Source: an optimization exercise on an open RTL-to-GDS flow (aim: small area). Production flows keep margins and buffers that such runs may drop.
In this exercise RTL edits were held to simulation tests only and were not proved equivalent to the original.
Power is estimated from default activity; no workload was simulated.

`design/flow/run.sh`:
```
#!/bin/bash
# synth_recipe.tcl (not shown) runs the flow's synth.tcl, then flattens the netlist and writes it again
# the make line also repeats each setting of config.mk as NAME=value (left out here)
make -C /OpenROAD-flow-scripts/flow DESIGN_CONFIG=/design/flow/config.mk WORK_HOME=/design/flow/orfs CLKGATE_MAP_FILE= SYNTH_SCRIPT=/design/flow/synth_recipe.tcl finish
```
`design/flow/config.mk`:
```
export PLATFORM = sky130hd
export DESIGN_NAME = ongorucu_bht
export DESIGN_NICKNAME = ongorucu_bht
export VERILOG_FILES = /design/flow/design.v
export SDC_FILE = /design/flow/constraint.sdc
export NUM_CORES = 4
export LEC_CHECK = 0
export CAP_MARGIN = 20
export CORE_MARGIN = 2
export CORE_UTILIZATION = 40
export PLACE_DENSITY = 0.6
export SETUP_SLACK_MARGIN = 0.2
export SLEW_MARGIN = 20
```
`design/flow/constraint.sdc`:
```
create_clock -name core_clock -period 8.0 [get_ports {clk}]
set_input_delay 1.6000 -clock core_clock [delete_from_list [all_inputs] [get_ports {clk}]]
set_output_delay 1.6000 -clock core_clock [all_outputs]
set_load 0.01 [all_outputs]
```
`design/flow/design.v`:
```
`default_nettype none
module ongorucu_bht #(
    parameter int BHT_GIRIS = 64,
    parameter int BTB_GIRIS = 32,
    parameter int GHR_BIT   = 6
) (
    input  logic        clk,
    input  logic        rst,
    input  logic [31:0] getir_ps,
    input  logic [31:0] getir_buyruk,
    input  logic        getir_gecerli,
    input  logic [31:0] yurut_ps,
    input  logic [31:0] yurut_buyruk,
    input  logic        yurut_dallan,
    input  logic [31:0] yurut_dallan_ps,
    input  logic        yurut_gecerli,
    output logic        sonuc_dallan,
    output logic [31:0] sonuc_dallan_ps
);
    localparam int         c_BHT_W  = $clog2(BHT_GIRIS);
    localparam int         c_BTB_W  = $clog2(BTB_GIRIS);
    localparam int         c_TAG_W  = 30 - c_BTB_W;
    localparam logic [6:0] c_OP_B   = 7'b1100011;
    localparam logic [6:0] c_OP_JAL = 7'b1101111;
    if (BHT_GIRIS < 4 || BHT_GIRIS > 1024 || (BHT_GIRIS & (BHT_GIRIS - 1)) != 0 ||
        BTB_GIRIS < 4 || BTB_GIRIS > BHT_GIRIS || (BTB_GIRIS & (BTB_GIRIS - 1)) != 0 ||
        GHR_BIT < 1 || GHR_BIT > c_BHT_W) begin : g_param_err
        $error("ongorucu_bht: illegal parameter combination");
    end
    logic [1:0]         r_bht        [BHT_GIRIS];
    logic               r_btb_valid  [BTB_GIRIS];
    logic [c_TAG_W-1:0] r_btb_tag    [BTB_GIRIS];
    logic [31:0]        r_btb_target [BTB_GIRIS];
    logic               w_get_b;
    logic               w_get_jal;
    logic [31:0]        w_get_jimm;
    logic [c_BHT_W-1:0] w_get_bht_idx;
    logic [c_BTB_W-1:0] w_get_btb_idx;
    logic               w_get_hit;
    logic               w_upd;
    logic [c_BHT_W-1:0] w_yur_bht_idx;
    logic [c_BTB_W-1:0] w_yur_btb_idx;
    logic [1:0]         w_ctr_old;
    logic [1:0]         w_ctr_new;
    logic               w_unused;
    assign w_get_b    = (getir_buyruk[6:0] == c_OP_B);
    assign w_get_jal  = (getir_buyruk[6:0] == c_OP_JAL);
    assign w_get_jimm = {{11{getir_buyruk[31]}}, getir_buyruk[31], getir_buyruk[19:12],
                         getir_buyruk[20], getir_buyruk[30:21], 1'b0};
    assign w_upd = yurut_gecerli && (yurut_buyruk[6:0] == c_OP_B);
    assign w_get_bht_idx = getir_ps[c_BHT_W+1:2];
    assign w_yur_bht_idx = yurut_ps[c_BHT_W+1:2];
    assign w_get_btb_idx = getir_ps[c_BTB_W+1:2];
    assign w_yur_btb_idx = yurut_ps[c_BTB_W+1:2];
    assign w_get_hit = r_btb_valid[w_get_btb_idx] &&
                       (r_btb_tag[w_get_btb_idx] == getir_ps[31:c_BTB_W+2]);
    always_comb begin
        sonuc_dallan    = 1'b0;
        sonuc_dallan_ps = getir_ps + 32'd4;
        if (getir_gecerli) begin
            if (w_get_jal) begin
                sonuc_dallan    = 1'b1;
                sonuc_dallan_ps = getir_ps + w_get_jimm;
            end else if (w_get_b && r_bht[w_get_bht_idx][1] && w_get_hit) begin
                sonuc_dallan    = 1'b1;
                sonuc_dallan_ps = r_btb_target[w_get_btb_idx];
            end
        end
    end
    assign w_ctr_old = r_bht[w_yur_bht_idx];
    always_comb begin
        w_ctr_new = w_ctr_old;
        if (yurut_dallan) begin
            if (w_ctr_old != 2'b11) w_ctr_new = w_ctr_old + 2'b01;
        end else begin
            if (w_ctr_old != 2'b00) w_ctr_new = w_ctr_old - 2'b01;
        end
    end
    always_ff @(posedge clk) begin
        if (rst) begin
            for (int i = 0; i < BHT_GIRIS; i++) r_bht[i] <= 2'b01;
            for (int i = 0; i < BTB_GIRIS; i++) begin
                r_btb_valid[i]  <= 1'b0;
                r_btb_tag[i]    <= '0;
                r_btb_target[i] <= '0;
            end
        end else if (w_upd) begin
            r_bht[w_yur_bht_idx] <= w_ctr_new;
            if (yurut_dallan) begin
                r_btb_valid[w_yur_btb_idx]  <= 1'b1;
                r_btb_tag[w_yur_btb_idx]    <= yurut_ps[31:c_BTB_W+2];
                r_btb_target[w_yur_btb_idx] <= yurut_dallan_ps;
            end
        end
    end
    assign w_unused = ^{getir_buyruk[11:7], yurut_buyruk[31:7], yurut_ps[1:0]};
endmodule
`default_nettype wire
```
==> reports/metrics.yaml, run 1 <==
synth.distinct_cells: 84
fin_ws_ns: 0.270
cts.repair.resized: 0
hold_viol: 0
dp_slack_ns: 0.218
post_drt_wl_per_cell_um: 32.8
clock_latency_ns: 0.87
cp.arrival_ns: 6.13
row_count: 177
drt_iter0_drc: 8007
cts_made_buffers: 207
fin_area_sq_um: 107000
seqCellArea_sq_um: 59300
utilization_pct: 45.9
crit_chain: "buf_8 > buf_6 > nor2_4 > buf_4 > buf_4 > a22oi_1 > nand3_1 > nand4_1 > xor2_1 > or4_1 > nor4_1 > nand4_1 > buf_4 > a211o_1 > a21o_1 > clkdlybuf4s50_1"
cts-root-buf: "clkbuf_16"
cp_common_cell: "buf_4"
grt_remaining_overflow: 0
clkTransAtPathRegs_ns: 0.05
crit_path_start_kind: "input pin"
slowest_stage: "or4_1"
ys_ff_latch: 1984
wl_um: 317000
power.total_mw: 23.6
final.period_utilization_pct: 96.6
layout_common_cells: "1952 x edfxtp_1, 1804 x and2_1, 487 x mux4_2"
synth_ff_type: "edfxtp_1"
hpwl_um: 186000
drive_gt1_share_pct: 18.5
core_sq_um: 233000
antenna_found_initial: 43
fmaxAchievable_mhz: 129
dpl.cell_count: 9280
hold_path_class: "flip-flop to flip-flop"
chipHeight_um: 488
grt_max_degree: 83
rsz0062_at_grt: "no"
syn_inst: 6293
status: "timing/DRC/antenna clean"
cp_slowest_stage_delay_ns: 0.52
grt_usage_pct: 26.5
cts_num_sinks: 1984
setup_tns_ns: 0
area_growth_pct: 14.0
grt_pass1_wl_um: 442000
start_util_pct: 40.2
die_width_um: 488
fin_nets: 6554
dieArea_sq_um: 238000
slew_headroom_pct: 13.9
async_flop_share_pct: 0
drc: 0
fillers: 20128
tritoncts: "done"
htreeDepth: 4
vias: 57309
multi_input_area_sq_um: 32300
finalSetupViolations: 0
place_area_sq_um: 100000
p_leak_nw: 36.8
cts_post_setup_buffers_inserted: 0
slew_viol_final: 0
synth_warnings: 1
power.density_nw_per_um2: 221
vias_per_cell: 5.92
tightestPinTransition_ns: 1.29
hold_slack_ns: 0.451
holdBufCountCts: 0
ys_seq_area_share_pct: 63.3
numPortBuffers: 165
maxCapViolCount: 0
avgSynthCellArea_sq_um: 14.9
grt_pass1_vias: 57404
ant_nets: 0
pin_count: 198
vdd_drop_max_v: 0.000258
synth_fp_nets: 6490
place.gp.congestion: 0.914
cp-end-kind: "output port"
skew_ns: 0.00828
cts_buffer_depth: 3
crit_path_max_fanout: 22
dr.pass1.iters: 6
syn_area_sq_um: 93600
min_period_ns: 7.73
synth_edf_count: 1952
path_class: "input pin to output port"
cp.required_ns: 6.40
final_cells: 9677
layout_commonest_cell: "edfxtp_1"
-- state kept, by name, summed over array words and instances (netlist names) --
signal and cells:
r_btb_valid 32, r_bht 128, r_btb_target 1024, r_btb_tag 800
-- Yosys cell counts (11+ instances only) --
| cell type | n | area, sq um |
|---|---|---|
| buf_4 | 25 | 188 |
| nand3_1 | 102 | 510 |
| dfxtp_1 | 32 | 641 |
| buf_6 | 19 | 214 |
| xnor2_1 | 34 | 298 |
| nand2b_1 | 14 | 87.6 |
| nand4_1 | 36 | 225 |
| mux2_2 | 14 | 158 |
| nand2_1 | 163 | 612 |
| inv_1 | 16 | 60.1 |
| edfxtp_1 | 1952 | 58600 |
| mux4_2 | 487 | 11000 |
| and3_1 | 17 | 106 |
| or2_2 | 11 | 68.8 |
| nor3_1 | 58 | 290 |
| buf_2 | 60 | 300 |
| mux2i_1 | 230 | 2300 |
| and2_1 | 1805 | 11300 |
| nor2_1 | 148 | 556 |
| nor2b_1 | 17 | 106 |
| a21oi_1 | 39 | 195 |
| a211oi_1 | 11 | 82.6 |
| o21ai_0 | 93 | 465 |
| xor2_1 | 32 | 280 |
| buf_1 | 22 | 82.6 |
| o22ai_1 | 30 | 188 |
| clkbuf_1 | 489 | 1840 |
| a22oi_1 | 80 | 601 |
| a21o_1 | 49 | 368 |
| ha_1 | 31 | 388 |
-- cells by family after synthesis --
group / Yosys count / synth area share [%]
simple gates: 2436 / 15.4
flops: 1984 / 63.3
xor+xnor: 66 / 0.617
buf+inv: 635 / 2.88
mux: 732 / 14.4
fa+ha+maj: 34 / 0.457
compound gates: 406 / 3.04
-- where the power goes --
group,switching (mW),internal (mW),total [mW]
Sequential,0.128,11.9,12.0
Clock,4.12,5.27,9.40
Combinational,1.38,0.820,2.20
-- per-layer routing --
layer  vias to the layer above  track usage [%]  wire length, um  share of wire, %
met5                         -                0               34             0.011
met4                         4             11.8            15800               5.0
met3                       658             5.32            31600               9.9
met2                      3246             42.5           149000                47
met1                     29906             35.0           121000                38
li1                      23495                -                -                 -
-- path summary, 6_finish.rpt --
kind | depth (start not counted) | slack [ns] | startpoint | endpoint
max | 16 | 0.27 | getir_ps[2] | sonuc_dallan_ps[6]
min | 1 | 0.45 | r_btb_valid[30] | r_btb_valid[30]
max reg2reg | 9 | 4.45 | r_bht[4][1] | r_bht[43][0]
min reg2reg | 1 | 0.45 | r_btb_valid[30] | r_btb_valid[30]
-- worst max-delay path: cells and delay by family --
family,cells,cell delay [ns]
buffers and inverters,6,1.77
AND/OR/NAND/NOR,6,1.54
AO/OA/AOI/OAI,3,0.89
XOR/XNOR,1,0.27
-- final cells by class --
cell class / instances / area share, %
clock inverters: 113 / 0.853
multi-input cells: 3674 / 30.3
well taps: 3132 / 3.67
clock buffers: 270 / 5.22
diodes: 14 / 0.0328
flip-flops and latches: 1984 / 55.5
repair buffers: 472 / 4.38
inverters: 18 / 0.0703
==> run 2: changes to the inputs <==
==> design/flow/design.v (replaced) <==
`default_nettype none
module ongorucu_bht (
    input  logic        clk,
    input  logic        rst,
    input  logic [31:0] getir_ps,
    input  logic [31:0] getir_buyruk,
    input  logic        getir_gecerli,
    input  logic [31:0] yurut_ps,
    input  logic [31:0] yurut_buyruk,
    input  logic        yurut_dallan,
    input  logic [31:0] yurut_dallan_ps,
    input  logic        yurut_gecerli,
    output logic        sonuc_dallan,
    output logic [31:0] sonuc_dallan_ps
);
    localparam logic [6:0] c_OP_B   = 7'b1100011;
    localparam logic [6:0] c_OP_JAL = 7'b1101111;
    logic [1:0]  r_bht        [64];
    logic        r_btb_valid  [32];
    logic [24:0] r_btb_tag    [32];
    logic [31:0] r_btb_target [32];
    logic        w_get_b, w_get_jal, w_sel_j, w_pred_b, w_hit;
    logic [5:0]  w_gi, w_yi;
    logic [31:0] w_opnd, w_sum;
    logic        w_upd, w_tupd;
    logic [1:0]  w_ctr_old, w_ctr_new;
    assign w_get_b   = (getir_buyruk[6:0] == c_OP_B);
    assign w_get_jal = (getir_buyruk[6:0] == c_OP_JAL);
    assign w_gi      = getir_ps[7:2];
    assign w_yi      = yurut_ps[7:2];
    assign w_upd  = yurut_gecerli && (yurut_buyruk[6:0] == c_OP_B);
    assign w_tupd = w_upd && yurut_dallan;
    logic [31:0] w_goh;
    logic        w_rd_valid;
    logic [24:0] w_rd_tag;
    logic [31:0] w_rd_target;
    always_comb begin
        w_rd_valid  = 1'b0;
        w_rd_tag    = '0;
        w_rd_target = '0;
        for (int i = 0; i < 32; i++) begin
            w_goh[i]    = (w_gi[4:0] == 5'(i));
            w_rd_valid  = w_rd_valid | (w_goh[i] & r_btb_valid[i]);
            w_rd_tag    = w_rd_tag | ({25{w_goh[i]}} & r_btb_tag[i]);
            w_rd_target = w_rd_target | ({32{w_goh[i]}} & r_btb_target[i]);
        end
    end
    assign w_hit    = w_rd_valid && (w_rd_tag == getir_ps[31:7]);
    assign w_sel_j  = getir_gecerli && w_get_jal;
    assign w_pred_b = getir_gecerli && w_get_b && r_bht[w_gi][1] && w_hit;
    assign w_opnd = w_sel_j ? {{11{getir_buyruk[31]}}, getir_buyruk[31], getir_buyruk[19:12],
                               getir_buyruk[20], getir_buyruk[30:21], 1'b0}
                            : 32'd4;
    assign w_sum  = getir_ps + w_opnd;
    assign sonuc_dallan    = w_sel_j || w_pred_b;
    assign sonuc_dallan_ps = w_pred_b ? w_rd_target : w_sum;
    assign w_ctr_old = r_bht[w_yi];
    always_comb begin
        w_ctr_new = w_ctr_old;
        if (yurut_dallan) begin
            if (w_ctr_old != 2'b11) w_ctr_new = w_ctr_old + 2'b01;
        end else begin
            if (w_ctr_old != 2'b00) w_ctr_new = w_ctr_old - 2'b01;
        end
    end
    always_ff @(posedge clk) begin
        if (rst) begin
            for (int i = 0; i < 64; i++) r_bht[i] <= 2'b01;
            for (int i = 0; i < 32; i++) r_btb_valid[i] <= 1'b0;
        end else if (w_upd) begin
            r_bht[w_yi] <= w_ctr_new;
            if (yurut_dallan) r_btb_valid[w_yi[4:0]] <= 1'b1;
        end
    end
    always_ff @(posedge clk) begin
        if (w_tupd) begin
            r_btb_tag[w_yi[4:0]]    <= yurut_ps[31:7];
            r_btb_target[w_yi[4:0]] <= yurut_dallan_ps;
        end
    end
endmodule
`default_nettype wire
--- a/design/flow/config.mk
+++ b/design/flow/config.mk
@@ -7,7 +7,7 @@
 export LEC_CHECK = 0
 export CAP_MARGIN = 20
 export CORE_MARGIN = 2
-export CORE_UTILIZATION = 40
-export PLACE_DENSITY = 0.6
+export CORE_UTILIZATION = 60
+export PLACE_DENSITY = 0.7
 export SETUP_SLACK_MARGIN = 0.2
 export SLEW_MARGIN = 20
==> reports/metrics.yaml, run 2 <==
r2r_end: "r_bht[9][1]"
utilization_pct: 70.2  # +24 points
fin_nets: 5452  # -17%
slew_viol_final: 0  # unchanged
cts_buffer_depth: 3  # unchanged
routed-wl-met2_um: 117000  # -22%
largest_register_ffs: 1024  # unchanged
final.period_utilization_pct: 97.5  # +0.89 points
ant_nets: 0  # unchanged
vias: 52004  # -9.3%
synth_edf_count: 1952  # unchanged
chipHeight_um: 363  # -25%
avgSynthCellArea_sq_um: 15.8  # +6.2%
cts_made_buffers: 190  # -8.2%
synth_top_area_cell: "edfxtp_1"
synth.most_common_cell: "edfxtp_1"
area_growth_pct: 15.8
power_frac_clock_pct: 41.6  # +1.8 points
hold_path_class: "flip-flop to flip-flop"
cp-end-kind: "output port"
p_sw_share_pct: 21.5  # -2.3 points
combinationalPowerShare_pct: 4.8  # -4.5 points
yosys-top-cells-area: "edfxtp_1 76%, a22oi_1 5.7%, and3_1 2.2%"
ys_seq_area_share_pct: 76.4  # +13 points
hpwl_um: 141000  # -24%
drt_iter0_drc: 10350  # +29%
top_layer: "met5"
dr.pass1.iters: 9  # +3
layout_common_cells: "1952 x edfxtp_1, 584 x a22oi_1, 337 x nand3_1"
wl_met1_um: 89900  # -26%
maxCapViolCount: 0  # unchanged
numPortBuffers: 165  # unchanged
finalSetupViolations: 0  # unchanged
wl_um: 265000  # -16%
core_sq_um: 128000  # -45%
fin_ws_ns: 0.199  # -0.0715 ns
p_sw_mw: 4.59  # -19%
drive_gt1_share_pct: 14.9  # -3.5 points
seqCellArea_sq_um: 59300  # unchanged
hold_viol: 0  # unchanged
layout_commonest_cell: "edfxtp_1"
start_util_pct: 60.6  # +20 points
async_flop_share_pct: 0  # unchanged
syn_area_sq_um: 77500  # -17%
status: "timing/DRC/antenna clean"
ys_ff_latch: 1984  # unchanged
crit_path_max_fanout: 15  # -32%
path_class: "input pin to output port"
wl_met3_um: 44900  # +42%
power.density_nw_per_um2: 237  # +7.3%
syn_inst: 4909  # -22%
cp.required_ns: 6.40  # about the same
skew_ns: 0.0336  # +0.0253 ns
min_period_ns: 7.80  # +0.0715 ns
fin_area_sq_um: 89800  # -16%
htreeDepth: 4  # unchanged
fillers: 8169  # -59%
grt_pass1_wl_um: 365000  # -17%
holdBufCountCts: 0  # unchanged
intPower_mw: 16.7  # -7.0%
grt_pass1_vias: 49007  # -15%
antenna_found_initial: 19  # -56%
slew_headroom_pct: 14.8  # +0.91 points
synth_fp_nets: 5105  # -21%
dieArea_sq_um: 132000  # -44%
place.gp.congestion: 0.909  # -0.65%
crit_end: "sonuc_dallan_ps[11]"
dp_slack_ns: -0.217  # -0.435 ns
final_cells: 7096  # -27%
synth_warnings: 1  # unchanged
synth_ff_type: "edfxtp_1"
vias_per_cell: 7.33  # +24%
grt_max_degree: 99  # +19%
cts-root-buf: "clkbuf_16"
synth_common_cells: "1952 x edfxtp_1, 584 x a22oi_1, 337 x nand3_1"
ff2ff_path_depth: 8  # -1
multi_input_area_sq_um: 17700  # -45%
vdd_drop_max_v: 0.000256  # -0.94%
rsz0062_at_grt: "no"
grt_remaining_overflow: 0  # unchanged
clock_latency_ns: 0.83  # -0.04 ns
cp.arrival_ns: 6.20  # +0.07 ns
pin_count: 198  # unchanged
grt_usage_pct: 40.0  # +13 points
p_leak_nw: 30.0  # -19%
crit_path_start: "getir_ps[4]"
tightestPinTransition_ns: 1.28  # -0.0137 ns
row_count: 131  # -26%
cts_num_sinks: 1984  # unchanged
die_width_um: 363  # -25%
post_drt_wl_per_cell_um: 37.3  # +14%
drc: 0  # unchanged
crit_path_start_kind: "input pin"
dpl.cell_count: 6705  # -28%
fmaxAchievable_mhz: 128  # -0.92%
synth.distinct_cells: 71  # -15%
synth_top_cell_area_share_pct: 75.6  # +13 points
reg2reg_setup_slack_ns: 4.40  # -0.05 ns
place_area_sq_um: 83200  # -17%
r2r-start: "r_bht[47][0]"
tritoncts: "done"
seqPwrFrac_pct: 53.7  # +2.9 points
clkTransAtPathRegs_ns: 0.06  # about the same
[run 2: changes by cell type after synthesis, moves of 200 or more]
cell and change:
clkbuf_1 -249, mux4_2 -434, and3_1 +261, nand3_1 +235, a22oi_1 +504, and2_1 -1780, mux2i_1 -200
[run 2: cell type report]
class / count / area share, %
flip-flops and latches: 1984 / 66.0
diodes: 13 / 0.0362
well taps: 1662 / 2.32
clock inverters: 102 / 1.08
clock buffers: 255 / 5.68
inverters: 9 / 0.0376
repair buffers: 488 / 5.14
multi-input cells: 2583 / 19.7
[run 2: worst min path at each step]
stage,depth (start not counted),slack [ns],to,startpoint
floorplan,2,0.43,r_btb_valid[10],r_btb_valid[10]
global placement,2,0.44,r_btb_valid[2],r_btb_valid[2]
detailed placement,2,0.45,r_btb_valid[5],r_btb_valid[5]
CTS,2,0.47,r_btb_valid[5],r_btb_valid[5]
global route,2,0.49,r_btb_valid[5],r_btb_valid[5]
finish,2,0.47,r_btb_valid[5],r_btb_valid[5]
[run 2: cells by family (layout without fill, tap and decap cells)]
| group | count (synthesis) | after routing | share of synthesized area [%] |
|---|---|---|---|
| muxes | 107 | 107 | 2.28 |
| xor gates and xnor gates | 31 | 31 | 0.350 |
| AOI/OAI and AO/OA | 821 | 821 | 7.94 |
| adders and majority gates | 33 | 33 | 0.536 |
| other | 0 | 13 | 0 |
| DFF | 1984 | 1984 | 76.4 |
| buffers and inverters | 343 | 854 | 1.74 |
| and+or+nand+nor | 1590 | 1591 | 10.7 |
[run 2: power by group through the flow]
stage	registers, mW	clock network (mW)	logic (mW)
6_report	11.4	8.86	1.01
5_1_grt	11.4	9.22	1.05
4_1_cts	11.4	8.84	0.965
3_5_place_dp	11.7	0	0.959
3_3_place_gp	11.7	0	0.944
2_1_floorplan	11.6	0	0.402
[run 2: per-layer routing]
layer / GRT usage [%] / vias to the layer above
li1: - / 20498
met1: 55.6 / 25839
met2: 59.3 / 4810
met3: 12.1 / 831
met4: 17.2 / 26
met5: 0.109 / -
[run 2: repair_timing]
item                       4_1_cts  5_1_grt
setup endpoints to repair       33       33
gates cloned                     2        1
setup buffers                    6       12
pin swaps                        4       12
gates resized for setup         67       56
[run 2: stage by stage]
step,hold WS [ns],setup TNS [ns],total power [mW]
floorplan,0.432,0,12.0
global placement,0.442,-4.77,12.6
detailed placement,0.454,-4.05,12.6
CTS,0.467,0,21.2
global route,0.492,0,21.7
finish,0.465,0,21.3
[run 2: worst max-delay path, stage by stage]
cell and delay [ns]:
clkbuf_4 0.19, buf_6 0.20, nor3b_4 0.18, buf_12 0.17
and3_1 0.21, a2111oi_2 0.41, nor4bb_4 0.39, a21oi_1 0.12
or4_1 0.59, or4_1 0.65, nor4_4 0.20, buf_6 0.17
buf_12 0.15, buf_12 0.13, mux2_1 0.43, dlygate4sd2_1 0.38

[static timing again, ports no longer ideal]
No port has a modelled driver above. Below, the same layouts with a new extraction and two added sets of constraints. Step 1 (the two cells are an assumption about what drives the block):
set clk [get_ports {clk}]
set_driving_cell -lib_cell sky130_fd_sc_hd__clkbuf_16 $clk
set_driving_cell -lib_cell sky130_fd_sc_hd__buf_2 [delete_from_list [all_inputs] $clk]
Step 2 adds t to the input delays and takes it off the output delays; t is the mean of the earliest and latest rising clock arrival at the registers after step 1. Input paths then give back, and output paths get back, about the clock's delay inside the block. a / b / c = ideal ports / drivers / drivers and shift; a / b = the first two.
run	t (ns)	setup slack, ns	slew at the worst register clock pin (ns)	cell pins on the clock port's net
run 1	0.948	0.270 / 0.213 / 0.213	0.07 / 0.07	1
run 2	0.893	0.199 / 0.162 / 0.162	0.07 / 0.07	1
After both steps every run listed still meets setup and hold. The setup slack of run 1, which loses most, moves by -0.057 ns with the drivers and by -0.057 ns with both steps.
